Context: an optimization exercise on an open-source flow, tuned for small area and a short achievable clock period. The choices shown serve that exercise and are no tape-out recipe. The RTL was checked by simulation tests, not by an equivalence proof against the original design.

[design/flow/flow/run.sh]
#!/bin/bash
# Own layout flow: the standard flow (the standard.sh, all steps) with
# the port buffers made from buf_1 cells instead of ORFS's default choice.
# Each tool's output goes to the ORFS logs under orfs/logs; this script's
# own output goes to run.log.
set -e
{
  echo "== standard.sh"; cat standard.sh
  echo "== config.mk"; cat config.mk
  export BUFFER_PORTS_ARGS="-buffer_cell sky130_fd_sc_hd__buf_1"
  bash standard.sh
} > run.log 2>&1
[design/flow/standard.sh]
#!/bin/bash
# synth_recipe.tcl (not shown) runs the flow's synth.tcl, then flattens the netlist and writes it again
# the make line also repeats each setting of config.mk as NAME=value (left out here)
make -C /OpenROAD-flow-scripts/flow DESIGN_CONFIG=/design/flow/config.mk WORK_HOME=/design/flow/orfs CLKGATE_MAP_FILE= SYNTH_SCRIPT=/design/flow/synth_recipe.tcl "${@:-finish}"
[design/flow/config.mk]
export PLATFORM = sky130hd
export DESIGN_NAME = pe_mac_array
export DESIGN_NICKNAME = pe_mac_array
export VERILOG_FILES = /design/flow/design.v
export SDC_FILE = /design/flow/constraint.sdc
export NUM_CORES = 4
export LEC_CHECK = 0
export ABC_AREA = 1
export CAP_MARGIN = 20
export CORE_MARGIN = 2
export CORE_UTILIZATION = 40
export CTS_CLUSTER_DIAMETER = 100
export CTS_CLUSTER_SIZE = 22
export SETUP_SLACK_MARGIN = 2.6
export SLEW_MARGIN = 20
export TNS_END_PERCENT = 10
[design/flow/constraint.sdc]
create_clock -name core_clock -period 6.0 [get_ports {clk}]
set_input_delay 1.2000 -clock core_clock [delete_from_list [all_inputs] [get_ports {clk}]]
set_output_delay 1.2000 -clock core_clock [all_outputs]
set_load 0.01 [all_outputs]
[design/flow/design.v]
package nmcu_pkg;
  localparam int DATA_WIDTH = 8;
  localparam int ACC_WIDTH  = 32;
  typedef enum logic [1:0] {
    IDLE  = 2'd0,
    ACCUM = 2'd1,
    FLUSH = 2'd2,
    DRAIN = 2'd3
  } pe_mac_state_e;
endpackage
module pe_mac_lane
#(
  parameter int DATA_WIDTH = nmcu_pkg::DATA_WIDTH,
  parameter int ACC_WIDTH  = nmcu_pkg::ACC_WIDTH
) (
  input  logic                  clk,
  input  logic                  load_en,   
  input  logic                  acc_clr,   
  input  logic [DATA_WIDTH-1:0] a,
  input  logic [DATA_WIDTH-1:0] b,
  output logic [ACC_WIDTH-1:0]  acc,
  output logic [DATA_WIDTH-1:0] result,
  output logic                  sat
);
  logic bo0;
  logic bt0;
  logic bn0;
  logic pp0_0;
  logic pp0_1;
  logic pp0_2;
  logic pp0_3;
  logic pp0_4;
  logic pp0_5;
  logic pp0_6;
  logic pp0_7;
  logic pp0_8;
  logic ppn0;
  logic bo1;
  logic bt1;
  logic bn1;
  logic pp1_0;
  logic pp1_1;
  logic pp1_2;
  logic pp1_3;
  logic pp1_4;
  logic pp1_5;
  logic pp1_6;
  logic pp1_7;
  logic pp1_8;
  logic ppn1;
  logic bo2;
  logic bt2;
  logic bn2;
  logic pp2_0;
  logic pp2_1;
  logic pp2_2;
  logic pp2_3;
  logic pp2_4;
  logic pp2_5;
  logic pp2_6;
  logic pp2_7;
  logic pp2_8;
  logic ppn2;
  logic bo3;
  logic bt3;
  logic bn3;
  logic pp3_0;
  logic pp3_1;
  logic pp3_2;
  logic pp3_3;
  logic pp3_4;
  logic pp3_5;
  logic pp3_6;
  logic pp3_7;
  logic pp3_8;
  logic ppn3;
  logic ms1;
  logic mc1;
  logic ms2;
  logic mc2;
  logic ms3;
  logic mc3;
  logic ms4;
  logic mc4;
  logic ms5;
  logic mc5;
  logic ms6;
  logic mc6;
  logic ms7;
  logic mc7;
  logic ms8;
  logic mc8;
  logic ms9;
  logic mc9;
  logic ms10;
  logic mc10;
  logic ms11;
  logic mc11;
  logic ms12;
  logic mc12;
  logic ms13;
  logic mc13;
  logic ms14;
  logic mc14;
  logic ms15;
  logic mc15;
  logic ms16;
  logic mc16;
  logic ms17;
  logic mc17;
  logic ms18;
  logic mc18;
  logic ms19;
  logic mc19;
  logic ms20;
  logic mc20;
  logic ms21;
  logic mc21;
  logic ms22;
  logic mc22;
  logic ms23;
  logic mc23;
  logic ms24;
  logic mc24;
  assign bo0 = b[0] & load_en;
  assign bt0 = (b[1] & ~b[0]) & load_en;
  assign bn0 = b[1] & load_en;
  assign pp0_0 = (bo0 & a[0]) ^ bn0;
  assign pp0_1 = ((bo0 & a[1]) | (bt0 & a[0])) ^ bn0;
  assign pp0_2 = ((bo0 & a[2]) | (bt0 & a[1])) ^ bn0;
  assign pp0_3 = ((bo0 & a[3]) | (bt0 & a[2])) ^ bn0;
  assign pp0_4 = ((bo0 & a[4]) | (bt0 & a[3])) ^ bn0;
  assign pp0_5 = ((bo0 & a[5]) | (bt0 & a[4])) ^ bn0;
  assign pp0_6 = ((bo0 & a[6]) | (bt0 & a[5])) ^ bn0;
  assign pp0_7 = ((bo0 & a[7]) | (bt0 & a[6])) ^ bn0;
  assign pp0_8 = ((bo0 & a[7]) | (bt0 & a[7])) ^ bn0;
  assign ppn0 = ~pp0_8;
  assign bo1 = (b[2] ^ b[1]) & load_en;
  assign bt1 = ((b[3] & ~b[2] & ~b[1]) | (~b[3] & b[2] & b[1])) & load_en;
  assign bn1 = b[3] & load_en;
  assign pp1_0 = (bo1 & a[0]) ^ bn1;
  assign pp1_1 = ((bo1 & a[1]) | (bt1 & a[0])) ^ bn1;
  assign pp1_2 = ((bo1 & a[2]) | (bt1 & a[1])) ^ bn1;
  assign pp1_3 = ((bo1 & a[3]) | (bt1 & a[2])) ^ bn1;
  assign pp1_4 = ((bo1 & a[4]) | (bt1 & a[3])) ^ bn1;
  assign pp1_5 = ((bo1 & a[5]) | (bt1 & a[4])) ^ bn1;
  assign pp1_6 = ((bo1 & a[6]) | (bt1 & a[5])) ^ bn1;
  assign pp1_7 = ((bo1 & a[7]) | (bt1 & a[6])) ^ bn1;
  assign pp1_8 = ((bo1 & a[7]) | (bt1 & a[7])) ^ bn1;
  assign ppn1 = ~pp1_8;
  assign bo2 = (b[4] ^ b[3]) & load_en;
  assign bt2 = ((b[5] & ~b[4] & ~b[3]) | (~b[5] & b[4] & b[3])) & load_en;
  assign bn2 = b[5] & load_en;
  assign pp2_0 = (bo2 & a[0]) ^ bn2;
  assign pp2_1 = ((bo2 & a[1]) | (bt2 & a[0])) ^ bn2;
  assign pp2_2 = ((bo2 & a[2]) | (bt2 & a[1])) ^ bn2;
  assign pp2_3 = ((bo2 & a[3]) | (bt2 & a[2])) ^ bn2;
  assign pp2_4 = ((bo2 & a[4]) | (bt2 & a[3])) ^ bn2;
  assign pp2_5 = ((bo2 & a[5]) | (bt2 & a[4])) ^ bn2;
  assign pp2_6 = ((bo2 & a[6]) | (bt2 & a[5])) ^ bn2;
  assign pp2_7 = ((bo2 & a[7]) | (bt2 & a[6])) ^ bn2;
  assign pp2_8 = ((bo2 & a[7]) | (bt2 & a[7])) ^ bn2;
  assign ppn2 = ~pp2_8;
  assign bo3 = (b[6] ^ b[5]) & load_en;
  assign bt3 = ((b[7] & ~b[6] & ~b[5]) | (~b[7] & b[6] & b[5])) & load_en;
  assign bn3 = b[7] & load_en;
  assign pp3_0 = (bo3 & a[0]) ^ bn3;
  assign pp3_1 = ((bo3 & a[1]) | (bt3 & a[0])) ^ bn3;
  assign pp3_2 = ((bo3 & a[2]) | (bt3 & a[1])) ^ bn3;
  assign pp3_3 = ((bo3 & a[3]) | (bt3 & a[2])) ^ bn3;
  assign pp3_4 = ((bo3 & a[4]) | (bt3 & a[3])) ^ bn3;
  assign pp3_5 = ((bo3 & a[5]) | (bt3 & a[4])) ^ bn3;
  assign pp3_6 = ((bo3 & a[6]) | (bt3 & a[5])) ^ bn3;
  assign pp3_7 = ((bo3 & a[7]) | (bt3 & a[6])) ^ bn3;
  assign pp3_8 = ((bo3 & a[7]) | (bt3 & a[7])) ^ bn3;
  assign ppn3 = ~pp3_8;
  assign ms1 = bn3 ^ pp0_6;
  assign mc1 = bn3 & pp0_6;
  assign ms2 = pp0_7 ^ pp1_5;
  assign mc2 = pp0_7 & pp1_5;
  assign ms3 = 1'b1 ^ pp1_6 ^ pp2_4;
  assign mc3 = (1'b1 & pp1_6) | (1'b1 & pp2_4) | (pp1_6 & pp2_4);
  assign ms4 = 1'b1 ^ pp1_7;
  assign mc4 = 1'b1 & pp1_7;
  assign ms5 = bn2 ^ pp0_4;
  assign mc5 = bn2 & pp0_4;
  assign ms6 = pp0_5 ^ pp1_3;
  assign mc6 = pp0_5 & pp1_3;
  assign ms7 = pp1_4 ^ pp2_2 ^ pp3_0;
  assign mc7 = (pp1_4 & pp2_2) | (pp1_4 & pp3_0) | (pp2_2 & pp3_0);
  assign ms8 = pp2_3 ^ pp3_1 ^ mc1;
  assign mc8 = (pp2_3 & pp3_1) | (pp2_3 & mc1) | (pp3_1 & mc1);
  assign ms9 = pp3_2 ^ ppn0 ^ mc2;
  assign mc9 = (pp3_2 & ppn0) | (pp3_2 & mc2) | (ppn0 & mc2);
  assign ms10 = pp2_5 ^ pp3_3 ^ ms4;
  assign mc10 = (pp2_5 & pp3_3) | (pp2_5 & ms4) | (pp3_3 & ms4);
  assign ms11 = pp2_6 ^ pp3_4 ^ ppn1;
  assign mc11 = (pp2_6 & pp3_4) | (pp2_6 & ppn1) | (pp3_4 & ppn1);
  assign ms12 = 1'b1 ^ pp2_7;
  assign mc12 = 1'b1 & pp2_7;
  assign ms13 = bn1 ^ pp0_2;
  assign mc13 = bn1 & pp0_2;
  assign ms14 = pp0_3 ^ pp1_1;
  assign mc14 = pp0_3 & pp1_1;
  assign ms15 = pp1_2 ^ pp2_0 ^ ms5;
  assign mc15 = (pp1_2 & pp2_0) | (pp1_2 & ms5) | (pp2_0 & ms5);
  assign ms16 = pp2_1 ^ mc5 ^ ms6;
  assign mc16 = (pp2_1 & mc5) | (pp2_1 & ms6) | (mc5 & ms6);
  assign ms17 = mc6 ^ ms1 ^ ms7;
  assign mc17 = (mc6 & ms1) | (mc6 & ms7) | (ms1 & ms7);
  assign ms18 = ms2 ^ mc7 ^ ms8;
  assign mc18 = (ms2 & mc7) | (ms2 & ms8) | (mc7 & ms8);
  assign ms19 = ms3 ^ mc8 ^ ms9;
  assign mc19 = (ms3 & mc8) | (ms3 & ms9) | (mc8 & ms9);
  assign ms20 = mc3 ^ mc9 ^ ms10;
  assign mc20 = (mc3 & mc9) | (mc3 & ms10) | (mc9 & ms10);
  assign ms21 = mc4 ^ ms11 ^ mc10;
  assign mc21 = (mc4 & ms11) | (mc4 & mc10) | (ms11 & mc10);
  assign ms22 = pp3_5 ^ ms12 ^ mc11;
  assign mc22 = (pp3_5 & ms12) | (pp3_5 & mc11) | (ms12 & mc11);
  assign ms23 = pp3_6 ^ ppn2 ^ mc12;
  assign mc23 = (pp3_6 & ppn2) | (pp3_6 & mc12) | (ppn2 & mc12);
  assign ms24 = 1'b1 ^ pp3_7;
  assign mc24 = 1'b1 & pp3_7;
  logic [15:0] row0_d, row0_q;
  assign row0_d = {1'b1, ppn3, ms24, ms23, ms22, ms21, ms20, ms19, ms18, ms17, ms16, ms15, ms14, pp1_0, pp0_1, bn0};
  logic [15:0] row1_d, row1_q;
  assign row1_d = {1'b0, mc24, mc23, mc22, mc21, mc20, mc19, mc18, mc17, mc16, mc15, mc14, mc13, ms13, 1'b0, pp0_0};
  always_ff @(posedge clk) begin
    row0_q <= row0_d;
    row1_q <= row1_d;
  end
  logic [31:0] acc_q;
  logic        hz_q, ho_q;
  logic ls25;
  logic lc25;
  logic ls26;
  logic lc26;
  logic ls27;
  logic lc27;
  logic ls28;
  logic lc28;
  logic ls29;
  logic lc29;
  logic ls30;
  logic lc30;
  logic ls31;
  logic lc31;
  logic ls32;
  logic lc32;
  logic ls33;
  logic lc33;
  logic ls34;
  logic lc34;
  logic ls35;
  logic lc35;
  logic ls36;
  logic lc36;
  logic ls37;
  logic lc37;
  logic ls38;
  logic lc38;
  logic ls39;
  logic lc39;
  logic ls40;
  logic lc40;
  assign ls25 = acc_q[0] ^ row0_q[0];
  assign lc25 = acc_q[0] & row0_q[0];
  assign ls26 = acc_q[1] ^ row0_q[1];
  assign lc26 = acc_q[1] & row0_q[1];
  assign ls27 = acc_q[2] ^ row0_q[2] ^ row1_q[2];
  assign lc27 = (acc_q[2] & row0_q[2]) | (acc_q[2] & row1_q[2]) | (row0_q[2] & row1_q[2]);
  assign ls28 = acc_q[3] ^ row0_q[3] ^ row1_q[3];
  assign lc28 = (acc_q[3] & row0_q[3]) | (acc_q[3] & row1_q[3]) | (row0_q[3] & row1_q[3]);
  assign ls29 = acc_q[4] ^ row0_q[4] ^ row1_q[4];
  assign lc29 = (acc_q[4] & row0_q[4]) | (acc_q[4] & row1_q[4]) | (row0_q[4] & row1_q[4]);
  assign ls30 = acc_q[5] ^ row0_q[5] ^ row1_q[5];
  assign lc30 = (acc_q[5] & row0_q[5]) | (acc_q[5] & row1_q[5]) | (row0_q[5] & row1_q[5]);
  assign ls31 = acc_q[6] ^ row0_q[6] ^ row1_q[6];
  assign lc31 = (acc_q[6] & row0_q[6]) | (acc_q[6] & row1_q[6]) | (row0_q[6] & row1_q[6]);
  assign ls32 = acc_q[7] ^ row0_q[7] ^ row1_q[7];
  assign lc32 = (acc_q[7] & row0_q[7]) | (acc_q[7] & row1_q[7]) | (row0_q[7] & row1_q[7]);
  assign ls33 = acc_q[8] ^ row0_q[8] ^ row1_q[8];
  assign lc33 = (acc_q[8] & row0_q[8]) | (acc_q[8] & row1_q[8]) | (row0_q[8] & row1_q[8]);
  assign ls34 = acc_q[9] ^ row0_q[9] ^ row1_q[9];
  assign lc34 = (acc_q[9] & row0_q[9]) | (acc_q[9] & row1_q[9]) | (row0_q[9] & row1_q[9]);
  assign ls35 = acc_q[10] ^ row0_q[10] ^ row1_q[10];
  assign lc35 = (acc_q[10] & row0_q[10]) | (acc_q[10] & row1_q[10]) | (row0_q[10] & row1_q[10]);
  assign ls36 = acc_q[11] ^ row0_q[11] ^ row1_q[11];
  assign lc36 = (acc_q[11] & row0_q[11]) | (acc_q[11] & row1_q[11]) | (row0_q[11] & row1_q[11]);
  assign ls37 = acc_q[12] ^ row0_q[12] ^ row1_q[12];
  assign lc37 = (acc_q[12] & row0_q[12]) | (acc_q[12] & row1_q[12]) | (row0_q[12] & row1_q[12]);
  assign ls38 = acc_q[13] ^ row0_q[13] ^ row1_q[13];
  assign lc38 = (acc_q[13] & row0_q[13]) | (acc_q[13] & row1_q[13]) | (row0_q[13] & row1_q[13]);
  assign ls39 = acc_q[14] ^ row0_q[14] ^ row1_q[14];
  assign lc39 = (acc_q[14] & row0_q[14]) | (acc_q[14] & row1_q[14]) | (row0_q[14] & row1_q[14]);
  assign ls40 = acc_q[15] ^ row0_q[15];
  assign lc40 = acc_q[15] & row0_q[15];
  logic [17:0] pg_p, pg_g, lo_sum;
  assign pg_p = {1'b0 ^ 1'b0, lc40 ^ 1'b0, ls40 ^ lc39, ls39 ^ lc38, ls38 ^ lc37, ls37 ^ lc36, ls36 ^ lc35, ls35 ^ lc34, ls34 ^ lc33, ls33 ^ lc32, ls32 ^ lc31, ls31 ^ lc30, ls30 ^ lc29, ls29 ^ lc28, ls28 ^ lc27, ls27 ^ lc26, ls26 ^ lc25, row1_q[0] ^ ls25};
  assign pg_g = {1'b0 & 1'b0, lc40 & 1'b0, ls40 & lc39, ls39 & lc38, ls38 & lc37, ls37 & lc36, ls36 & lc35, ls35 & lc34, ls34 & lc33, ls33 & lc32, ls32 & lc31, ls31 & lc30, ls30 & lc29, ls29 & lc28, ls28 & lc27, ls27 & lc26, ls26 & lc25, row1_q[0] & ls25};
  logic bg1, bp1;
  assign bg1 = pg_g[1] | (pg_p[1] & pg_g[0]);
  assign bp1 = pg_p[1] & pg_p[0];
  logic bg2, bp2;
  assign bg2 = pg_g[3] | (pg_p[3] & pg_g[2]);
  assign bp2 = pg_p[3] & pg_p[2];
  logic bg3, bp3;
  assign bg3 = pg_g[5] | (pg_p[5] & pg_g[4]);
  assign bp3 = pg_p[5] & pg_p[4];
  logic bg4, bp4;
  assign bg4 = pg_g[7] | (pg_p[7] & pg_g[6]);
  assign bp4 = pg_p[7] & pg_p[6];
  logic bg5, bp5;
  assign bg5 = pg_g[9] | (pg_p[9] & pg_g[8]);
  assign bp5 = pg_p[9] & pg_p[8];
  logic bg6, bp6;
  assign bg6 = pg_g[11] | (pg_p[11] & pg_g[10]);
  assign bp6 = pg_p[11] & pg_p[10];
  logic bg7, bp7;
  assign bg7 = pg_g[13] | (pg_p[13] & pg_g[12]);
  assign bp7 = pg_p[13] & pg_p[12];
  logic bg8, bp8;
  assign bg8 = pg_g[15] | (pg_p[15] & pg_g[14]);
  assign bp8 = pg_p[15] & pg_p[14];
  logic bg9, bp9;
  assign bg9 = pg_g[17] | (pg_p[17] & pg_g[16]);
  assign bp9 = pg_p[17] & pg_p[16];
  logic bg10, bp10;
  assign bg10 = bg2 | (bp2 & bg1);
  assign bp10 = bp2 & bp1;
  logic bg11, bp11;
  assign bg11 = bg4 | (bp4 & bg3);
  assign bp11 = bp4 & bp3;
  logic bg12, bp12;
  assign bg12 = bg6 | (bp6 & bg5);
  assign bp12 = bp6 & bp5;
  logic bg13, bp13;
  assign bg13 = bg8 | (bp8 & bg7);
  assign bp13 = bp8 & bp7;
  logic bg14, bp14;
  assign bg14 = bg11 | (bp11 & bg10);
  assign bp14 = bp11 & bp10;
  logic bg15, bp15;
  assign bg15 = bg13 | (bp13 & bg12);
  assign bp15 = bp13 & bp12;
  logic bg16, bp16;
  assign bg16 = bg15 | (bp15 & bg14);
  assign bp16 = bp15 & bp14;
  logic bg17, bp17;
  assign bg17 = bg12 | (bp12 & bg14);
  assign bp17 = bp12 & bp14;
  logic bg18, bp18;
  assign bg18 = bg3 | (bp3 & bg10);
  assign bp18 = bp3 & bp10;
  logic bg19, bp19;
  assign bg19 = bg5 | (bp5 & bg14);
  assign bp19 = bp5 & bp14;
  logic bg20, bp20;
  assign bg20 = bg7 | (bp7 & bg17);
  assign bp20 = bp7 & bp17;
  logic bg21, bp21;
  assign bg21 = bg9 | (bp9 & bg16);
  assign bp21 = bp9 & bp16;
  logic bg22, bp22;
  assign bg22 = pg_g[2] | (pg_p[2] & bg1);
  assign bp22 = pg_p[2] & bp1;
  logic bg23, bp23;
  assign bg23 = pg_g[4] | (pg_p[4] & bg10);
  assign bp23 = pg_p[4] & bp10;
  logic bg24, bp24;
  assign bg24 = pg_g[6] | (pg_p[6] & bg18);
  assign bp24 = pg_p[6] & bp18;
  logic bg25, bp25;
  assign bg25 = pg_g[8] | (pg_p[8] & bg14);
  assign bp25 = pg_p[8] & bp14;
  logic bg26, bp26;
  assign bg26 = pg_g[10] | (pg_p[10] & bg19);
  assign bp26 = pg_p[10] & bp19;
  logic bg27, bp27;
  assign bg27 = pg_g[12] | (pg_p[12] & bg17);
  assign bp27 = pg_p[12] & bp17;
  logic bg28, bp28;
  assign bg28 = pg_g[14] | (pg_p[14] & bg20);
  assign bp28 = pg_p[14] & bp20;
  logic bg29, bp29;
  assign bg29 = pg_g[16] | (pg_p[16] & bg16);
  assign bp29 = pg_p[16] & bp16;
  assign lo_sum[0] = pg_p[0];
  assign lo_sum[1] = pg_p[1] ^ pg_g[0];
  assign lo_sum[2] = pg_p[2] ^ bg1;
  assign lo_sum[3] = pg_p[3] ^ bg22;
  assign lo_sum[4] = pg_p[4] ^ bg10;
  assign lo_sum[5] = pg_p[5] ^ bg23;
  assign lo_sum[6] = pg_p[6] ^ bg18;
  assign lo_sum[7] = pg_p[7] ^ bg24;
  assign lo_sum[8] = pg_p[8] ^ bg14;
  assign lo_sum[9] = pg_p[9] ^ bg25;
  assign lo_sum[10] = pg_p[10] ^ bg19;
  assign lo_sum[11] = pg_p[11] ^ bg26;
  assign lo_sum[12] = pg_p[12] ^ bg17;
  assign lo_sum[13] = pg_p[13] ^ bg27;
  assign lo_sum[14] = pg_p[14] ^ bg20;
  assign lo_sum[15] = pg_p[15] ^ bg28;
  assign lo_sum[16] = pg_p[16] ^ bg16;
  assign lo_sum[17] = pg_p[17] ^ bg29;
  logic        inc, dec;
  logic [15:0] hi, hi_next, all1, all0;
  assign inc = lo_sum[17];
  assign dec = !lo_sum[17] && !lo_sum[16];
  assign hi  = acc_q[31:16];
  always_comb begin
    all1[0] = 1'b1;
    all0[0] = 1'b1;
    for (int i = 1; i < 16; i++) begin
      all1[i] = all1[i-1] & hi[i-1];
      all0[i] = all0[i-1] & !hi[i-1];
    end
  end
  logic [15:0] hi_inc, hi_dec;
  assign hi_inc  = hi ^ all1;
  assign hi_dec  = hi ^ all0;
  assign hi_next = inc ? hi_inc : dec ? hi_dec : hi;
  logic hz_next, ho_next, z15, o15;
  assign z15 = (hi[15:1] == '0);
  assign o15 = (hi[15:1] == '1);
  assign hz_next = inc ? (o15 & hi[0])
                 : dec ? (z15 & hi[0])
                 :       (z15 & !hi[0]);
  assign ho_next = inc ? (o15 & !hi[0])
                 : dec ? (z15 & !hi[0])
                 :       (o15 & hi[0]);
  always_ff @(posedge clk) begin
    if (load_en && acc_clr) begin
      acc_q <= '0;
      hz_q  <= 1'b1;
      ho_q  <= 1'b0;
    end else begin
      acc_q <= {hi_next, lo_sum[15:0]};
      hz_q  <= hz_next;
      ho_q  <= ho_next;
    end
  end
  logic in_range;
  assign in_range = (hz_q & (acc_q[15:DATA_WIDTH-1] == '0)) ||
                    (ho_q & (acc_q[15:DATA_WIDTH-1] == '1));
  assign acc    = acc_q;
  assign sat    = !in_range;
  assign result = in_range ? acc_q[DATA_WIDTH-1:0]
                           : {acc_q[ACC_WIDTH-1], {(DATA_WIDTH-1){!acc_q[ACC_WIDTH-1]}}};
endmodule
module pe_mac_array
#(
  parameter int DATA_WIDTH = nmcu_pkg::DATA_WIDTH,
  parameter int ACC_WIDTH  = nmcu_pkg::ACC_WIDTH,
  parameter int NUM_LANES  = 8
) (
  input  logic                            clk,
  input  logic                            rst_n,
  input  logic                            in_valid_i,
  output logic                            in_ready_o,
  input  logic [NUM_LANES*DATA_WIDTH-1:0] a_i,
  input  logic [NUM_LANES*DATA_WIDTH-1:0] b_i,
  input  logic                            first_i,
  input  logic                            last_i,
  output logic                            out_valid_o,
  input  logic                            out_ready_i,
  output logic [NUM_LANES*DATA_WIDTH-1:0] result_o,
  output logic [NUM_LANES*ACC_WIDTH-1:0]  acc_o,
  output logic [NUM_LANES-1:0]            sat_o,
  output logic                            busy_o,
  output nmcu_pkg::pe_mac_state_e        state_o
);
  nmcu_pkg::pe_mac_state_e state_q;
  logic          ready;
  logic          accept;
  logic          load;
  logic          open_group;
  assign ready       = (state_q == nmcu_pkg::IDLE) || (state_q == nmcu_pkg::ACCUM);
  assign in_ready_o  = rst_n && ready;
  assign accept      = in_valid_i && in_ready_o;
  assign load        = in_valid_i && ready;
  assign out_valid_o = (state_q == nmcu_pkg::DRAIN);
  assign busy_o      = (state_q != nmcu_pkg::IDLE);
  assign state_o     = state_q;
  assign open_group  = first_i || (state_q == nmcu_pkg::IDLE);
  always_ff @(posedge clk or negedge rst_n) begin
    if (!rst_n) begin
      state_q <= nmcu_pkg::IDLE;
    end else begin
      case (state_q)
        nmcu_pkg::IDLE, nmcu_pkg::ACCUM: if (accept) state_q <= last_i ? nmcu_pkg::FLUSH : nmcu_pkg::ACCUM;
        nmcu_pkg::FLUSH:       state_q <= nmcu_pkg::DRAIN;
        nmcu_pkg::DRAIN:       if (out_ready_i) state_q <= nmcu_pkg::IDLE;
        default:     state_q <= nmcu_pkg::IDLE;
      endcase
    end
  end
  for (genvar n = 0; n < NUM_LANES; n++) begin : g_lane
    pe_mac_lane #(
      .DATA_WIDTH(DATA_WIDTH),
      .ACC_WIDTH (ACC_WIDTH)
    ) u_lane (
      .clk    (clk),
      .load_en(load),
      .acc_clr(open_group),
      .a      (a_i[n*DATA_WIDTH +: DATA_WIDTH]),
      .b      (b_i[n*DATA_WIDTH +: DATA_WIDTH]),
      .acc    (acc_o[n*ACC_WIDTH +: ACC_WIDTH]),
      .result (result_o[n*DATA_WIDTH +: DATA_WIDTH]),
      .sat    (sat_o[n])
    );
  end
endmodule
==> results of run 1 <==
-- Yosys cell counts (5+ instances only) --
cell        n  area [sq um]
nand2_1   670          2515
inv_1     537          2016
dfxtp_1   504         10090
nor2_1    470          1764
xor2_1    282          2470
fa_1      280          5605
ha_1      208          2603
o22ai_1   197          1232
a21oi_1   181         905.9
nand3_1   132         660.6
o21ai_0   116         580.6
xnor2_1    67         586.8
nand4_1    54         337.8
inv_2      41         153.9
buf_2      35         175.2
or2_2      34         212.7
nor3_1     32         160.2
a21o_1     29         217.7
a31oi_1    22         137.6
nor2_4     22         247.7
nand2_2    21         131.4
buf_4      17         127.6
o22ai_2    16         200.2
clkbuf_1   15         56.30
a21boi_0   14         105.1
nor2_2     13         81.33
o211ai_1   12         90.09
o21ai_1    11         55.05
nand3_4    10         175.2
a21oi_2     8         70.07
nand3_2     8         80.08
xor2_2      8         130.1
a211oi_1    6         45.04
or3_1       6         37.54
buf_6       5         56.30
-- layer usage --
layer	share of wire (%)	routed length, um	vias up	track usage [%]
met3	4.6	4182	127	2.498
met2	46	41530	656	32.13
met1	47	42020	13190	27.41
met4	2.5	2243	0	5.604
met5	0	0	-	0
li1	-	-	14240	-
-- how the worst max path moves through the flow --
| stage | cells past startpoint | endpoint | from |
|---|---|---|---|
| after global placement | 8 | g_lane[3].u_lane.row0_q[10] | in_valid_i |
| after global routing | 8 | result_o[60] | g_lane[7].u_lane.acc_q[14] |
| final | 7 | result_o[62] | g_lane[7].u_lane.acc_q[15] |
| after detailed placement | 9 | g_lane[4].u_lane.row0_q[7] | in_valid_i |
| after floorplan | 13 | g_lane[7].u_lane.row0_q[8] | in_valid_i |
| after CTS | 20 | g_lane[1].u_lane.acc_q[29] | g_lane[1].u_lane.acc_q[0] |
-- registers in the layout (all words and copies together), names as in the netlist --
signal,count
g_lane.u_lane.acc_q,256
g_lane.u_lane.row0_q,120
g_lane.u_lane.row1_q,112
g_lane.u_lane.ho_q,8
g_lane.u_lane.hz_q,8
state_q,2
-- worst register-to-register path, stage by stage (launching register included) --
cell	delay, ns
dfxtp_1	0.49
fa_1	0.45
ha_1	0.35
a21o_1	0.17
a21oi_1	0.20
or2_2	0.15
nand4_1	0.16
ha_4	0.25
nand2_1	0.14
inv_1	0.08
nand2_1	0.07
nand2_1	0.06
nand2_2	0.11
nor2_4	0.08
buf_4	0.15
buf_4	0.12
o21a_1	0.15
-- kinds of logic (layout without fill, tap and decap cells) --
group                      after synthesis  after routing  synth area share (%)
buffers and inverters                  655           1165                 7.736
and+or+nand+nor                       1481           1484                 18.87
adders and majority gates              488            488                 23.82
other                                    0              5                     0
DFF                                    506            506                 29.43
xor gates and xnor gates               357            357                 9.250
AOI/OAI and AO/OA                      625            625                 10.88
-- cell type report --
class | count | area (sq um)
antenna | 5 | 12.51
clock buffer | 38 | 939.7
clock inverter | 19 | 217.7
fill | 8448 | 45440
inverter | 580 | 2202
multi-input combinational | 2954 | 22540
sequential | 506 | 10230
tap | 1144 | 1431
timing repair buffer | 528 | 2260
-- repair_timing --
item	4_1_cts	5_1_grt
gates cloned	3	0
hold buffers	0	0
resized for setup	91	181
setup endpoints to repair	267	213
pin swaps	11	49
setup buffers	17	39
-- stage by stage --
step / cells / hold WS [ns] / setup WS (ns)
after global routing: 5772 / 0.4175 / 2.519
after detailed placement: 5653 / 0.4959 / 1.602
after CTS: 5730 / 0.3840 / 2.481
after floorplan: 4112 / 0.5072 / 2.589
final: 5774 / 0.4234 / 2.641
after global placement: 5653 / 0.4878 / 1.677
==> flow_summary.toml, run 1 <==
[place]
gp_congestion = 0.8926
port_buffers = 466
dpl.hpwl_um = 68870
placed_area_sq_um = 37250

[grt]
grt_pass1_wl_um = 142200
antenna_found_initial = 6
groute.usage.overall_pct = 19.72
grt_pass1_vias = 26600
overflow = 0
grt_max_degree = 76

[logic_synthesis]
syn_nets = 4734
synth-async-reset-ratio_pct = 0.3953
yosys_register_bits = 506
synth_warnings = 2
synthFlopType = "dfxtp_1"
netlist_instances = 4112
synth_area_sq_um = 34450
synth_cell_types = 49
avgSynthCellArea_sq_um = 8.378
synth_edf_count = 0
ys_seq_area_share_pct = 29.43

[clock_network]
cts.sinks = 506
clock_latency_ns = 0.57
ctsLongestPathBuffers = 3
clkTransAtPathRegs_ns = 0.09
htree_levels = 2
cts_root_buffer = "clkbuf_16"
cts_made_buffers = 36
cts_tree = "done"

[sta]
setup_viol = 0
fmax_mhz = 297.7
rsz0062_at_grt = "yes"
post-route-period-util_pct = 55.98
final.setup.tns_ns = 0
fin_skew_ns = 0.02274
final_hold_viol_count = 0
worst_pin_slew_ns = 0.7985
fin_crit_ns = 3.359
drv_slew = 0
slew_headroom_pct = 46.77

[finish]
nets = 5228
final_cell_mix = "626 x nand2_1, 535 x inv_1, 465 x buf_1, 446 x nor2_1, 434 x dfxtp_1"
area_delta_synth_final_pct = 15.63
final_common_cell = "nand2_1"
design_area_sq_um = 39840
final_util_pct = 46.71
layout-drive-gt1-share_pct = 11.16

[floorplan]
die-area_sq_um = 88490
fp.dieW_um = 297.5
start_util_pct = 40.40
placementRows = 107
die_h_um = 297.5
design.portCount = 467
core_area_sq_um = 85280

[drt]
drc = 0
dr.pass1.iters = 6
post_drt_wl_per_cell_um = 15.58
ant_nets = 0
vias_per_cell = 4.886
drt_iter0_markers = 1216
drt-total-wl_um = 89980
vias = 28210

[worst_setup_path]
worst_r2r_path_depth = 16
slowest_stage = "dfxtp_4"
path_cells = "nand4_1 > or3_1 > nand2_4 > inv_1 > nand2_4 > nand2_1 > buf_1"
cp_max_fo = 7
crit_path_end_kind = "primary output"
r2r_end = "g_lane[4].u_lane.acc_q[24]"
critical_path.startpoint_type = "register"
r2r_start = "g_lane[4].u_lane.acc_q[11]"
worst-path-buf-inv = 2
crit_top_cell = "nand2_4"
cp.required_ns = 4.80
worstPathArrival_ns = 2.16
worstSetupPathType = "register to primary output"
critPathTopFamily = "simple AND/OR/NAND/NOR gates"
max_stage_delay_ns = 0.44
r2r_setup_slack_ns = 2.73

[status]
status = "timing/DRC/antenna clean"

[flow_run]
drv_cap = 0

[worst_hold_path]
hold_path_class = "input port to async pin"
==> inputs of run 2 (changes only) <==
--- a/design/flow/config.mk
+++ b/design/flow/config.mk
@@ -9,8 +9,8 @@
 export CAP_MARGIN = 20
 export CORE_MARGIN = 2
 export CORE_UTILIZATION = 40
-export CTS_CLUSTER_DIAMETER = 100
-export CTS_CLUSTER_SIZE = 22
+export CTS_CLUSTER_DIAMETER = 60
+export CTS_CLUSTER_SIZE = 30
 export SETUP_SLACK_MARGIN = 2.6
 export SLEW_MARGIN = 20
 export TNS_END_PERCENT = 10
==> run 2 against run 1 <==
  * Global-route usage rose by 0.33 points
  * Register-to-register slack is essentially flat
  * Count of clock-buffer cells in the layout up 42
  * Via count grew 1.2%
  * Sequential cell count stayed put
  * Cell count grew 1.3%
  * Critical path depth unchanged
  * Worst setup slack gained 0.0040 ns
  * Synthesized area is the same
  * Fmax rose by 0.12%
  * Highest routed layer unchanged
==> flow_summary.toml, run 2 <==
[flow_run]
drv_cap = 0

[grt]
grt_pass1_wl_um = 143800
groute.usage.overall_pct = 20.06
overflow = 0
antenna_found_initial = 7
grt_max_degree = 76
grt_pass1_vias = 27020

[logic_synthesis]
synth_cell_types = 49
avgSynthCellArea_sq_um = 8.378
synth-compound-area-share_pct = 10.88
synthSimpleGateAreaFrac_pct = 18.87
synth_top_family_by_area = "adder cells"
synth_warnings = 2
yosys-top-cells-count = "670 x nand2_1, 537 x inv_1, 504 x dfxtp_1, 470 x nor2_1, 282 x xor2_1"
yosys.area_share.adder_pct = 23.82
synth_top_area_share_pct = 29.29
synth_most_common_cell = "nand2_1"
yosys.area.top_type = "dfxtp_1"
synth_top_cells_by_area = "dfxtp_1 29%, fa_1 16%, ha_1 7.6%, nand2_1 7.3%, xor2_1 7.2%"
synth_area_sq_um = 34450
synth_edf_count = 0
yosys_register_bits = 506
synth-async-reset-ratio_pct = 0.3953
yosys.area_share.xor_xnor_pct = 9.250
netlist_instances = 4112
syn_nets = 4734
synth_mux_area_share_pct = 0
ys_seq_area_share_pct = 29.43
synthFlopType = "dfxtp_1"

[finish]
layout-drive-gt1-share_pct = 12.66
top_regs = "g_lane.u_lane.acc_q (256), g_lane.u_lane.row0_q (120), g_lane.u_lane.row1_q (112)"
final_common_cell = "nand2_1"
largest_reg_flops = 256
final_util_pct = 48.16
design_area_sq_um = 41070
largest_register = "g_lane.u_lane.acc_q"
fillers = 8339
area_delta_synth_final_pct = 19.20
nets = 5270
final_cell_mix = "627 x nand2_1, 530 x inv_1, 464 x buf_1, 447 x nor2_1, 427 x dfxtp_1"
fin_cells = 5847

[worst_setup_path]
r2r_end = "g_lane[0].u_lane.acc_q[31]"
cp.required_ns = 4.80
r2r_setup_slack_ns = 2.73
crit_path_end_kind = "primary output"
crit_end = "result_o[0]"
worst_r2r_path_depth = 17
worstSetupPathType = "register to primary output"
worstPathArrival_ns = 2.16
critical_path.startpoint = "g_lane[0].u_lane.acc_q[12]"
cp_max_fo = 8
critical_path.startpoint_type = "register"
r2r_start = "g_lane[0].u_lane.acc_q[9]"

[floorplan]
core_area_sq_um = 85280
die_h_um = 297.5
start_util_pct = 40.40
placementRows = 107
die-area_sq_um = 88490
fp.dieW_um = 297.5
design.portCount = 467

[clock_network]
clkTransAtPathRegs_ns = 0.06
htree_levels = 3
postCtsHoldBufs = 0
cts_made_buffers = 66
clock_latency_ns = 0.60
cts_tree = "done"
ctsLongestPathBuffers = 3
cts.sinks = 506
cts_root_buffer = "clkbuf_16"

[sta]
final_hold_viol_count = 0
slew_headroom_pct = 48.43
fin_crit_ns = 3.355
hold_slack_ns = 0.4070
rsz0062_at_grt = "yes"
fin_ws_ns = 2.645
final.setup.tns_ns = 0
drv_slew = 0
fin_skew_ns = 0.03070
worst_pin_slew_ns = 0.7735
post-route-period-util_pct = 55.92
fmax_mhz = 298.1
setup_viol = 0

[drt]
ant_nets = 0
vias_per_cell = 4.884
post_drt_wl_per_cell_um = 15.58
dr.pass1.iters = 7
vias = 28560
drt_iter0_markers = 1221
drt-total-wl_um = 91090
drc = 0

[status]
status = "timing/DRC/antenna clean"

[worst_hold_path]
hold_path_class = "input port to async pin"

[place]
dpl.hpwl_um = 68870
gp_congestion = 0.8926
dp_cells = 5653
preCtsSetupSlack_ns = 1.602
port_buffers = 466
placed_area_sq_um = 37250
[run 2: changes by cell type in the layout (fill, tap and decap cells not counted), sizes merged]
| cell | change |
|---|---|
| clkbuf | +43 |
| buf | +11 |
| clkinv | +9 |
| inv | +6 |
| bufinv | +3 |
| clkinvlp | +1 |
[run 2: how the worst min path moves through the flow]
stage | start | endpoint | slack (ns) | depth (start not counted)
6_report | rst_n | state_q[1] | 0.41 | 1
3_3_place_gp | g_lane[0].u_lane.acc_q[20] | g_lane[0].u_lane.acc_q[20] | 0.49 | 2
4_1_cts | rst_n | state_q[1] | 0.35 | 1
5_1_grt | rst_n | state_q[1] | 0.41 | 1
2_1_floorplan | g_lane[0].u_lane.acc_q[20] | g_lane[0].u_lane.acc_q[20] | 0.51 | 2
3_5_place_dp | g_lane[0].u_lane.acc_q[20] | g_lane[0].u_lane.acc_q[20] | 0.50 | 2
[run 2: area by class of cell]
type	instances	area, sq um	share of cell area, %
multi-input combinational	2954	22540	54.88
sequential	506	10240	24.94
timing repair buffer	540	2384	5.804
inverter	580	2208	5.377
clock buffer	80	1848	4.500
tap	1144	1431	3.485
clock inverter	38	402.9	0.9810
antenna	5	12.51	0.03047
[run 2: cell families (layout without fill, tap and decap cells)]
family | Yosys count | count (layout)
simple gates | 1481 | 1484
buf+inv | 655 | 1238
compound gates | 625 | 625
flops | 506 | 506
fa+ha+maj | 488 | 488
xor+xnor | 357 | 357
other cells | 0 | 5
[run 2: metal layers]
layer	up-vias	track usage (%)	routed length, um
met5	-	0	0
met4	0	7.961	2832
met3	141	3.403	4680
met2	690	31.78	41450
met1	13370	27.20	42130
li1	14360	-	-
[run 2: worst max-delay path: stages (launching register included)]
cell and delay, ns:
dfxtp_1 0.47, nand2_1 0.08, or3_1 0.44, nand2_4 0.16, inv_1 0.10, nand2_4 0.12, nand2_1 0.07, buf_1 0.13
[run 2: what timing repair did]
| item | CTS | global route |
|---|---|---|
| setup endpoints to repair | 267 | 194 |
| pin swaps | 13 | 42 |
| resized for setup | 98 | 188 |
| gates cloned | 3 | 0 |
| setup buffers | 20 | 48 |
==> inputs of run 3 (changes only) <==
==> design/flow/flow/run.sh (replaced) <==
#!/bin/bash
# Own layout flow: the standard flow (the standard.sh, all steps) with
# the port buffers made from buf_2 cells instead of ORFS's default choice.
# Each tool's output goes to the ORFS logs under orfs/logs; this script's
# own output goes to run.log.
set -e
{
  echo "== standard.sh"; cat standard.sh
  echo "== config.mk"; cat config.mk
  export BUFFER_PORTS_ARGS="-buffer_cell sky130_fd_sc_hd__buf_2"
  bash standard.sh
} > run.log 2>&1
--- a/design/flow/config.mk
+++ b/design/flow/config.mk
@@ -9,8 +9,5 @@
 export CAP_MARGIN = 20
 export CORE_MARGIN = 2
 export CORE_UTILIZATION = 40
-export CTS_CLUSTER_DIAMETER = 60
-export CTS_CLUSTER_SIZE = 30
 export SETUP_SLACK_MARGIN = 2.6
 export SLEW_MARGIN = 20
-export TNS_END_PERCENT = 10
==> run 3 against run 2 <==
  * Via count is essentially flat
  * Cell count hardly changed
  * Clock skew fell by 0.0014 ns
  * Fmax grew 1.1%
==> flow_summary.toml, run 3 <==
[worst_setup_path]
critical_path.startpoint_type = "register"
path_cells = "or2_2 > nor3_2 > inv_1 > nand2_4 > buf_12 > nand2_1 > nand2_1 > buf_2"
slowest_stage = "dfxtp_4"
cp_max_fo = 7
cp.required_ns = 4.80
crit_top_cell = "nand2_1"
max_stage_delay_ns = 0.35
crit_path_end_kind = "primary output"
worstSetupPathType = "register to primary output"
worst-path-buf-inv = 3
critPathTopFamily = "simple AND/OR/NAND/NOR gates"
worstPathArrival_ns = 2.12
r2r_setup_slack_ns = 2.73

[finish]
largest_reg_flops = 256
nets = 5260
fillers = 8242
final_common_cell = "nand2_1"
final_util_pct = 49.01
final_cell_mix = "622 x nand2_1, 529 x inv_1, 466 x buf_2, 447 x nor2_1, 420 x dfxtp_1"
regArea_sq_um = 10260
layout-drive-gt1-share_pct = 22.82
largest_register = "g_lane.u_lane.acc_q"
area_delta_synth_final_pct = 21.32
multi_input_area_sq_um = 22660
top_regs = "g_lane.u_lane.acc_q (256), g_lane.u_lane.row0_q (120), g_lane.u_lane.row1_q (112)"

[drt]
vias_per_cell = 4.892
post_drt_wl_per_cell_um = 15.88
dr.pass1.iters = 5
ant_nets = 0
drt-total-wl_um = 92790
vias = 28580
drc = 0
drt_iter0_markers = 1498

[floorplan]
design.portCount = 467
placementRows = 107
core_area_sq_um = 85280
start_util_pct = 40.40
die-area_sq_um = 88490
die_h_um = 297.5
fp.dieW_um = 297.5

[logic_synthesis]
yosys-top-cells-count = "670 x nand2_1, 537 x inv_1, 504 x dfxtp_1, 470 x nor2_1, 282 x xor2_1"
synth_cell_types = 49
synth_most_common_cell = "nand2_1"
synth_top_cells_by_area = "dfxtp_1 29%, fa_1 16%, ha_1 7.6%, nand2_1 7.3%, xor2_1 7.2%"
synth_top_area_share_pct = 29.29
netlist_instances = 4112
synthFlopType = "dfxtp_1"
synth_warnings = 2
avgSynthCellArea_sq_um = 8.378
synth_area_sq_um = 34450
ys_seq_area_share_pct = 29.43
yosys.area.top_type = "dfxtp_1"
yosys_register_bits = 506
synth_edf_count = 0
synth-async-reset-ratio_pct = 0.3953
syn_nets = 4734

[sta]
fmax_mhz = 301.3
final_hold_viol_count = 0
fin_crit_ns = 3.319
fin_skew_ns = 0.02926
drv_slew = 0
hold_slack_ns = 0.3558
setup_viol = 0
fin_ws_ns = 2.681
final.setup.tns_ns = 0
post-route-period-util_pct = 55.31
worst_pin_slew_ns = 0.9915
rsz0062_at_grt = "yes"
slew_headroom_pct = 33.90

[grt]
use_met1_pct = 26.49
overflow = 0
antenna_found_initial = 17
met2_usage_pct = 33.77
groute.usage.overall_pct = 20.43
grt_pass1_wl_um = 147800
grt_pass1_vias = 27680
gr-usage-met3_pct = 3.988
busiest_layer = "met2"
grt_max_degree = 82

[clock_network]
cts_root_buffer = "clkbuf_16"
clock_latency_ns = 0.63
cts_made_buffers = 60
clkTransAtPathRegs_ns = 0.06
ctsLongestPathBuffers = 3
htree_levels = 2
postCtsHoldBufs = 0
cts_tree = "done"
cts.sinks = 506

[place]
gp_congestion = 0.9061
port_buffers = 466
preCtsSetupSlack_ns = 1.647
dpl.hpwl_um = 70310

[flow_run]
drv_cap = 0

[status]
status = "timing/DRC/antenna clean"

[worst_hold_path]
hold_path_class = "input port to async pin"
## run 3: worst paths after layout
path / depth (start not counted) / startpoint / endpoint
worst max-delay path: 8 / g_lane[7].u_lane.acc_q[13] / result_o[59]
worst min-delay path: 1 / rst_n / state_q[1]
worst max register to register: 20 / g_lane[0].u_lane.acc_q[0] / g_lane[0].u_lane.acc_q[23]
worst min register to register: 2 / g_lane[0].u_lane.acc_q[20] / g_lane[0].u_lane.acc_q[20]
max in group asynchronous: 1 / rst_n / state_q[0]
min in group core_clock: 2 / g_lane[0].u_lane.acc_q[20] / g_lane[0].u_lane.acc_q[20]
## run 3: per-layer routing
metal / vias up / share of wire [%] / routed length, um
met5: - / 0.11 / 103
met4: 16 / 2.8 / 2596
met3: 147 / 5.3 / 4899
met2: 662 / 47 / 43850
met1: 13410 / 45 / 41340
li1: 14340 / - / -
## run 3: kinds of logic (layout without fill, tap and decap cells)
family                     after synthesis  in the layout  share of synthesized area (%)
and+or+nand+nor                       1481           1484                          18.87
buffers and inverters                  655           1228                          7.736
AOI/OAI and AO/OA                      625            625                          10.88
DFF                                    506            506                          29.43
adders and majority gates              488            488                          23.82
xor gates and xnor gates               357            357                          9.250
other                                    0             10                              0
## run 3: repair_timing
item / 4_1_cts / 5_1_grt
setup buffers: 26 / 38
hold endpoints to repair: 0 / 0
resized for setup: 143 / 166
pin swaps: 18 / 58
gates cloned: 2 / 1
setup endpoints to repair: 246 / 177
## run 3: final cells by class
cell class                 count  area share [%]
antenna                       10         0.05987
clock buffer                  71           3.906
clock inverter                41           1.566
inverter                     580           5.274
multi-input combinational   2954           54.21
sequential                   506           24.56
tap                         1144           3.425
timing repair buffer         536           7.002
## run 3: metrics by stage
step	cells	area [sq um]
after global placement	5653	37810
after floorplan	4112	34460
after global routing	5840	41790
after detailed placement	5653	37810
after CTS	5793	40820
final	5842	41800
==> inputs of run 4 (changes only) <==
--- a/design/flow/design.v
+++ b/design/flow/design.v
@@ -231,7 +231,6 @@
     row1_q <= row1_d;
   end
   logic [31:0] acc_q;
-  logic        hz_q, ho_q;
   logic ls25;
   logic lc25;
   logic ls26;
@@ -430,20 +429,22 @@
   assign ho_next = inc ? (o15 & !hi[0])
                  : dec ? (z15 & !hi[0])
                  :       (o15 & hi[0]);
+  logic lz_next, lo_next;
+  assign lz_next = (lo_sum[15:7] == '0);
+  assign lo_next = (lo_sum[15:7] == '1);
+  logic inr_q, inr_next;
+  assign inr_next = (hz_next & lz_next) | (ho_next & lo_next);
   always_ff @(posedge clk) begin
     if (load_en && acc_clr) begin
       acc_q <= '0;
-      hz_q  <= 1'b1;
-      ho_q  <= 1'b0;
+      inr_q <= 1'b1;
     end else begin
       acc_q <= {hi_next, lo_sum[15:0]};
-      hz_q  <= hz_next;
-      ho_q  <= ho_next;
+      inr_q <= inr_next;
     end
   end
   logic in_range;
-  assign in_range = (hz_q & (acc_q[15:DATA_WIDTH-1] == '0)) ||
-                    (ho_q & (acc_q[15:DATA_WIDTH-1] == '1));
+  assign in_range = inr_q;
   assign acc    = acc_q;
   assign sat    = !in_range;
   assign result = in_range ? acc_q[DATA_WIDTH-1:0]
==> design/flow/flow/run.sh (replaced) <==
#!/bin/bash
# Own layout flow: the standard flow (the standard.sh, all steps) with
# the port buffers made from buf_1 cells instead of ORFS's default choice.
# Each tool's output goes to the ORFS logs under orfs/logs; this script's
# own output goes to run.log.
set -e
{
  echo "== standard.sh"; cat standard.sh
  echo "== config.mk"; cat config.mk
  export BUFFER_PORTS_ARGS="-buffer_cell sky130_fd_sc_hd__buf_1"
  bash standard.sh
} > run.log 2>&1
--- a/design/flow/config.mk
+++ b/design/flow/config.mk
@@ -9,5 +9,8 @@
 export CAP_MARGIN = 20
 export CORE_MARGIN = 2
 export CORE_UTILIZATION = 40
+export CTS_CLUSTER_DIAMETER = 100
+export CTS_CLUSTER_SIZE = 22
 export SETUP_SLACK_MARGIN = 2.6
 export SLEW_MARGIN = 20
+export TNS_END_PERCENT = 10
==> run 4 against run 3 <==
  * Synthesized area about the same
  * Hold slack gained 0.14 ns
  * Worst setup slack about the same
  * Register-to-register slack better by 0.02 ns
  * Die area barely moved
  * Sequential share of layout area up 0.88 points
  * Wire length decreased by 3.5%
  * Fmax hardly changed
  * Utilization fell by 2.9 points
  * Global-route usage shrank 0.93 points
  * Critical path type unchanged
==> flow_summary.toml, run 4 <==
[status]
status = "timing/DRC/antenna clean"

[logic_synthesis]
synth_top_cells_by_area = "dfxtp_1 29%, fa_1 16%, ha_1 7.5%, xor2_1 7.4%, nand2_1 7.2%"
synth_cell_types = 52
synth_mux_area_share_pct = 0
ys_seq_area_share_pct = 28.95
synth_top_family_by_area = "adder cells"
synth_warnings = 2
synth_top_area_share_pct = 28.80
avgSynthCellArea_sq_um = 8.210
yosys-top-cells-count = "660 x nand2_1, 632 x inv_1, 496 x dfxtp_1, 445 x nor2_1, 291 x xor2_1"
yosys.area_share.adder_pct = 23.81
synthFlopType = "dfxtp_1"
synth-compound-area-share_pct = 10.77
synth-async-reset-ratio_pct = 0.4016
yosys.area_share.xor_xnor_pct = 8.638
syn_nets = 4821
yosys_register_bits = 498
yosys.area.top_type = "dfxtp_1"
synth_area_sq_um = 34480
netlist_instances = 4199
synthSimpleGateAreaFrac_pct = 19.25
synth_most_common_cell = "nand2_1"
synth_edf_count = 0

[finish]
top_regs = "g_lane.u_lane.acc_q (256), g_lane.u_lane.row0_q (120), g_lane.u_lane.row1_q (112)"
largest_register = "g_lane.u_lane.acc_q"
area_delta_synth_final_pct = 14.04
final_cell_mix = "652 x nand2_1, 621 x inv_1, 481 x dfxtp_1, 465 x buf_1, 439 x nor2_1"
largest_reg_flops = 256
layout-drive-gt1-share_pct = 7.478
nets = 5301
final_common_cell = "nand2_1"

[sta]
worst_pin_slew_ns = 0.6619
final.setup.tns_ns = 0
setup_viol = 0
final_hold_viol_count = 0
rsz0062_at_grt = "yes"
fin_crit_ns = 3.319
fin_skew_ns = 0.04000
slew_headroom_pct = 55.87
fmax_mhz = 301.3
hold_slack_ns = 0.4950
drv_slew = 0
post-route-period-util_pct = 55.32

[grt]
grt_pass1_wl_um = 142800
grt_max_degree = 70
grt_pass1_vias = 27080
antenna_found_initial = 7
overflow = 0
groute.usage.overall_pct = 19.50

[drt]
drt_iter0_markers = 1605
dr.pass1.iters = 5
ant_nets = 0
vias_per_cell = 4.892
drc = 0
vias = 28580
post_drt_wl_per_cell_um = 15.33
drt-total-wl_um = 89550

[worst_hold_path]
hold_path_class = "register to register"

[floorplan]
start_util_pct = 40.43
fp.dieW_um = 297.6
placementRows = 107
design.portCount = 467
die_h_um = 297.6
core_area_sq_um = 85280
die-area_sq_um = 88550

[clock_network]
clock_latency_ns = 0.64
htree_levels = 1
cts_made_buffers = 31
cts_root_buffer = "clkbuf_16"
clkTransAtPathRegs_ns = 0.09
cts_tree = "done"
ctsLongestPathBuffers = 3
cts.sinks = 498

[worst_setup_path]
worstSetupPathType = "register to primary output"
crit_path_end_kind = "primary output"
cp_max_fo = 9
cp.required_ns = 4.80
critical_path.startpoint_type = "register"
worstPathArrival_ns = 2.12

[flow_run]
drv_cap = 0

[place]
dpl.hpwl_um = 70780
gp_congestion = 0.9120
port_buffers = 466
run 4: cell types whose count changed after synthesis, sizes merged, moves of 8 or more:
cell   delta
a21o     -13
a21oi    +20
a31oi     -9
dfxtp     -8
inv      +76
nand2    -27
nand3    +59
nand4    +17
nor2     -25
o21ai    +13
xnor2    -18
run 4: logic make-up after synthesis:
| kind of cell | Yosys count |
|---|---|
| AND/OR/NAND/NOR | 1497 |
| buffers and inverters | 742 |
| AO/OA/AOI/OAI | 634 |
| flip-flops | 498 |
| adder cells (fa/ha/maj) | 488 |
| XOR/XNOR | 340 |
run 4: worst paths after layout:
kind	start	endpoint	slack [ns]	depth (start not counted)
setup / recovery	g_lane[2].u_lane.inr_q	result_o[21]	2.68	4
hold / removal	g_lane[2].u_lane.acc_q[26]	g_lane[2].u_lane.acc_q[26]	0.50	2
setup reg to reg	g_lane[7].u_lane.acc_q[0]	g_lane[7].u_lane.inr_q	2.75	15
hold reg to reg	g_lane[2].u_lane.acc_q[26]	g_lane[2].u_lane.acc_q[26]	0.50	2
max in group asynchronous	rst_n	state_q[1]	5.02	1
min in group asynchronous	rst_n	state_q[0]	0.57	1
run 4: area by class of cell:
| class | instances | area (sq um) |
|---|---|---|
| Antenna cell | 5 | 12.51 |
| Clock buffer | 35 | 800.8 |
| Clock inverter | 13 | 197.7 |
| Fill cell | 8507 | 45970 |
| Inverter | 657 | 2507 |
| Multi-Input combinational cell | 2961 | 22070 |
| Sequential cell | 498 | 10000 |
| Tap cell | 1144 | 1431 |
| Timing Repair Buffer | 530 | 2295 |
run 4: repair_timing:
action | 4_1_cts | 5_1_grt
buffers inserted | 7 | 50
gates cloned | 1 | 1
setup endpoints to repair | 222 | 169
hold buffers | 0 | 0
resized for setup | 40 | 112
pin swaps | 3 | 36
run 4: metrics by stage:
step                      area (sq um)  utilization [%]  cells  setup WS, ns
after floorplan                  34480                -   4199         2.673
after global placement           37240            43.67   5731         1.348
after detailed placement         37240            43.67   5731         1.307
after CTS                        38480            45.12   5787         2.503
after global routing             39320            46.10   5843         2.516
final                            39320            46.10   5843         2.681
run 4: per-layer routing:
layer / track usage [%] / share of wire, %
met2: 32.64 / 47
met3: 3.075 / 5.0
met5: 0 / 0.026
met1: 26.01 / 45
met4: 5.447 / 2.7
run 4: critical path, cell delays in order (launching register included):
cell and delay (ns):
dfxtp_1 0.68, nor2_1 0.12, inv_1 0.32, nand2_1 0.17, buf_1 0.18
==> inputs of run 5 (changes only) <==
--- a/design/flow/config.mk
+++ b/design/flow/config.mk
@@ -11,6 +11,6 @@
 export CORE_UTILIZATION = 40
 export CTS_CLUSTER_DIAMETER = 100
 export CTS_CLUSTER_SIZE = 22
-export SETUP_SLACK_MARGIN = 2.6
+export SETUP_SLACK_MARGIN = 2.4
 export SLEW_MARGIN = 20
 export TNS_END_PERCENT = 10
==> run 5 against run 4 <==
  * Wire length decreased by 1.0%
  * Sequential share of layout area grew 0.26 points
  * Die area unchanged
  * Global-route usage about the same
  * Utilization down 0.55 points
  * Fmax down 7.0%
  * Sequential cell count unchanged
  * Critical path type is now input port to register
  * Largest cell class unchanged
==> flow_summary.toml, run 5 <==
[logic_synthesis]
synth_cell_types = 52
yosys.area_share.adder_pct = 23.81
synth_warnings = 2
avgSynthCellArea_sq_um = 8.210
synth_mux_area_share_pct = 0
ys_seq_area_share_pct = 28.95
syn_nets = 4821
synth_top_cells_by_area = "dfxtp_1 29%, fa_1 16%, ha_1 7.5%, xor2_1 7.4%, nand2_1 7.2%"
synth_area_sq_um = 34480
netlist_instances = 4199
synth_top_family_by_area = "adder cells"
yosys-top-cells-count = "660 x nand2_1, 632 x inv_1, 496 x dfxtp_1, 445 x nor2_1, 291 x xor2_1"
synth_most_common_cell = "nand2_1"
synth_top_area_share_pct = 28.80
synthSimpleGateAreaFrac_pct = 19.25
yosys.area.top_type = "dfxtp_1"
synthFlopType = "dfxtp_1"
yosys.area_share.xor_xnor_pct = 8.638
yosys_register_bits = 498
synth_edf_count = 0
synth-async-reset-ratio_pct = 0.4016
synth-compound-area-share_pct = 10.77

[clock_network]
cts_tree = "done"
cts_root_buffer = "clkbuf_16"
cts_made_buffers = 31
htree_levels = 1
ctsLongestPathBuffers = 3
clkTransAtPathRegs_ns = 0.09
cts.sinks = 498
postCtsHoldBufs = 0
clock_latency_ns = 0.64

[place]
gp_congestion = 0.9120
preCtsSetupSlack_ns = 1.307
port_buffers = 466
dpl.hpwl_um = 70780

[finish]
area_delta_synth_final_pct = 12.68
top_regs = "g_lane.u_lane.acc_q (256), g_lane.u_lane.row0_q (120), g_lane.u_lane.row1_q (112)"
final_util_pct = 45.55
largest_reg_flops = 256
final_common_cell = "nand2_1"
final_cell_mix = "659 x nand2_1, 625 x inv_1, 494 x dfxtp_1, 465 x buf_1, 443 x nor2_1"
fillers = 8556
multi_input_area_sq_um = 21780
largest_register = "g_lane.u_lane.acc_q"
layout-drive-gt1-share_pct = 5.689
nets = 5283
regArea_sq_um = 9982

[sta]
fin_crit_ns = 3.568
rsz0062_at_grt = "yes"
slew_headroom_pct = 56.06
fin_ws_ns = 2.432
fmax_mhz = 280.3
drv_slew = 0
fin_skew_ns = 0.04051
worst_pin_slew_ns = 0.6591
final_hold_viol_count = 0
setup_viol = 0
hold_slack_ns = 0.4967
post-route-period-util_pct = 59.47
final.setup.tns_ns = 0

[floorplan]
die-area_sq_um = 88550
start_util_pct = 40.43
placementRows = 107
core_area_sq_um = 85280
fp.dieW_um = 297.6
die_h_um = 297.6
design.portCount = 467

[worst_setup_path]
crit_path_end_kind = "register"
crit_end = "g_lane[0].u_lane.row0_q[8]"
cp.required_ns = 6.51
worstSetupPathType = "input port to register"
worstPathArrival_ns = 4.07
cp_max_fo = 25
r2r_end = "g_lane[0].u_lane.row0_q[8]"
critical_path.startpoint = "in_valid_i"
critical_path.startpoint_type = "input port"
worst_r2r_path_depth = 13
r2r_setup_slack_ns = 2.52
r2r_start = "state_q[1]"

[grt]
grt_pass1_vias = 26980
overflow = 0
grt_max_degree = 70
grt_pass1_wl_um = 142400
antenna_found_initial = 7
groute.usage.overall_pct = 19.45

[drt]
dr.pass1.iters = 5
ant_nets = 0
drt-total-wl_um = 88650
vias = 28380
drt_iter0_markers = 1644
drc = 0
post_drt_wl_per_cell_um = 15.22
vias_per_cell = 4.873

[status]
status = "timing/DRC/antenna clean"

[flow_run]
drv_cap = 0

[worst_hold_path]
hold_path_class = "register to register"
==> run 5: cell counts after synthesis <==
Identical to the previous run, type by type.
==> run 5: what timing repair did <==
action,CTS,global route
setup endpoints to repair,168,173
gates resized for setup,16,45
hold endpoints to repair,0,0
cloned,0,0
setup buffers,0,41
pin swaps,0,13
==> run 5: worst min-delay path by stage <==
stage | from | end | slack (ns) | cells after the start
CTS | rst_n | state_q[0] | 0.49 | 1
detailed placement | g_lane[2].u_lane.acc_q[26] | g_lane[2].u_lane.acc_q[26] | 0.48 | 2
global placement | g_lane[2].u_lane.acc_q[26] | g_lane[2].u_lane.acc_q[26] | 0.48 | 2
global route | rst_n | state_q[1] | 0.53 | 1
finish | g_lane[2].u_lane.acc_q[26] | g_lane[2].u_lane.acc_q[26] | 0.50 | 2
floorplan | g_lane[1].u_lane.acc_q[26] | g_lane[1].u_lane.acc_q[26] | 0.50 | 2
==> run 5: metal layers <==
layer  vias to the layer above  global-route usage [%]  part of all wire [%]
met1                     13210                   26.03                    46
li1                      14400                       -                     -
met3                       110                   3.067                   5.0
met5                         -                       0                 0.026
met2                       660                   32.46                    46
met4                         4                   5.447                   2.8
==> run 5: layout make-up <==
class                   instances  area share, %
clock buffers                  35          2.061
clock inverters                13         0.5089
flip-flops and latches        498          25.69
repair buffers                514          5.517
well taps                    1144          3.684
multi-input cells            2959          56.07
diodes                          5        0.03221
inverters                     657          6.429
==> run 5: through the flow <==
stage	instance area [sq um]	std cells
2_1_floorplan	34480	4199
3_3_place_gp	37240	5731
3_5_place_dp	37240	5731
4_1_cts	38320	5779
5_1_grt	38850	5825
6_report	38850	5825
==> run 5: cell families after synthesis <==
group,count (synthesis)
AND/OR/NAND/NOR,1497
flip-flops,498
buffers and inverters,742
adder cells (fa/ha/maj),488
AO/OA/AOI/OAI,634
XOR/XNOR,340
==> run 5: worst max-delay path, stage by stage <==
cell and delay (ns):
clkbuf_2 0.21, nand2_8 0.24, buf_6 0.30, nor2_4 0.28
inv_1 0.13, o21ai_1 0.29, nand2_1 0.08, o21ai_0 0.12
ha_1 0.20, inv_1 0.05, fa_1 0.47, inv_1 0.05
fa_1 0.42

==> static timing again, ports no longer ideal <==
The results above use ideal ports. As a check the final layouts listed here were re-extracted and re-timed, cells and wires unchanged.
Step 1 (the two cells are an assumption about what drives the block):
set clk [get_ports {clk}]
set_driving_cell -lib_cell sky130_fd_sc_hd__clkbuf_16 $clk
set_driving_cell -lib_cell sky130_fd_sc_hd__buf_2 [delete_from_list [all_inputs] $clk]
Step 2, shift: input delay + t, output delay - t, t = (earliest + latest rising clock arrival at the registers) / 2. This alone moves slack from input paths to output paths.
Three values: no drivers, after step 1, after step 2; two values: the first two.
| run | t, ns | slack for setup (ns) | worst setup path after step 2 | worst slew at a driven data input, ns |
|---|---|---|---|---|
| run 1 | 0.619 | 2.641 / 2.581 / 2.066 | input to register | 0.10 |
| run 2 | 0.643 | 2.645 / 2.584 / 2.082 | input to register | 0.10 |
| run 3 | 0.678 | 2.681 / 2.620 / 2.105 | input to register | 0.10 |
| run 4 | 0.681 | 2.681 / 2.617 / 2.079 | input to register | 0.19 |
| run 5 | 0.680 | 2.432 / 2.473 / 1.793 | input to register | 0.18 |
After both steps setup and hold are still met in every run listed. The setup slack of run 5, which loses most, moves by +0.041 ns with the drivers and by -0.639 ns with both steps.
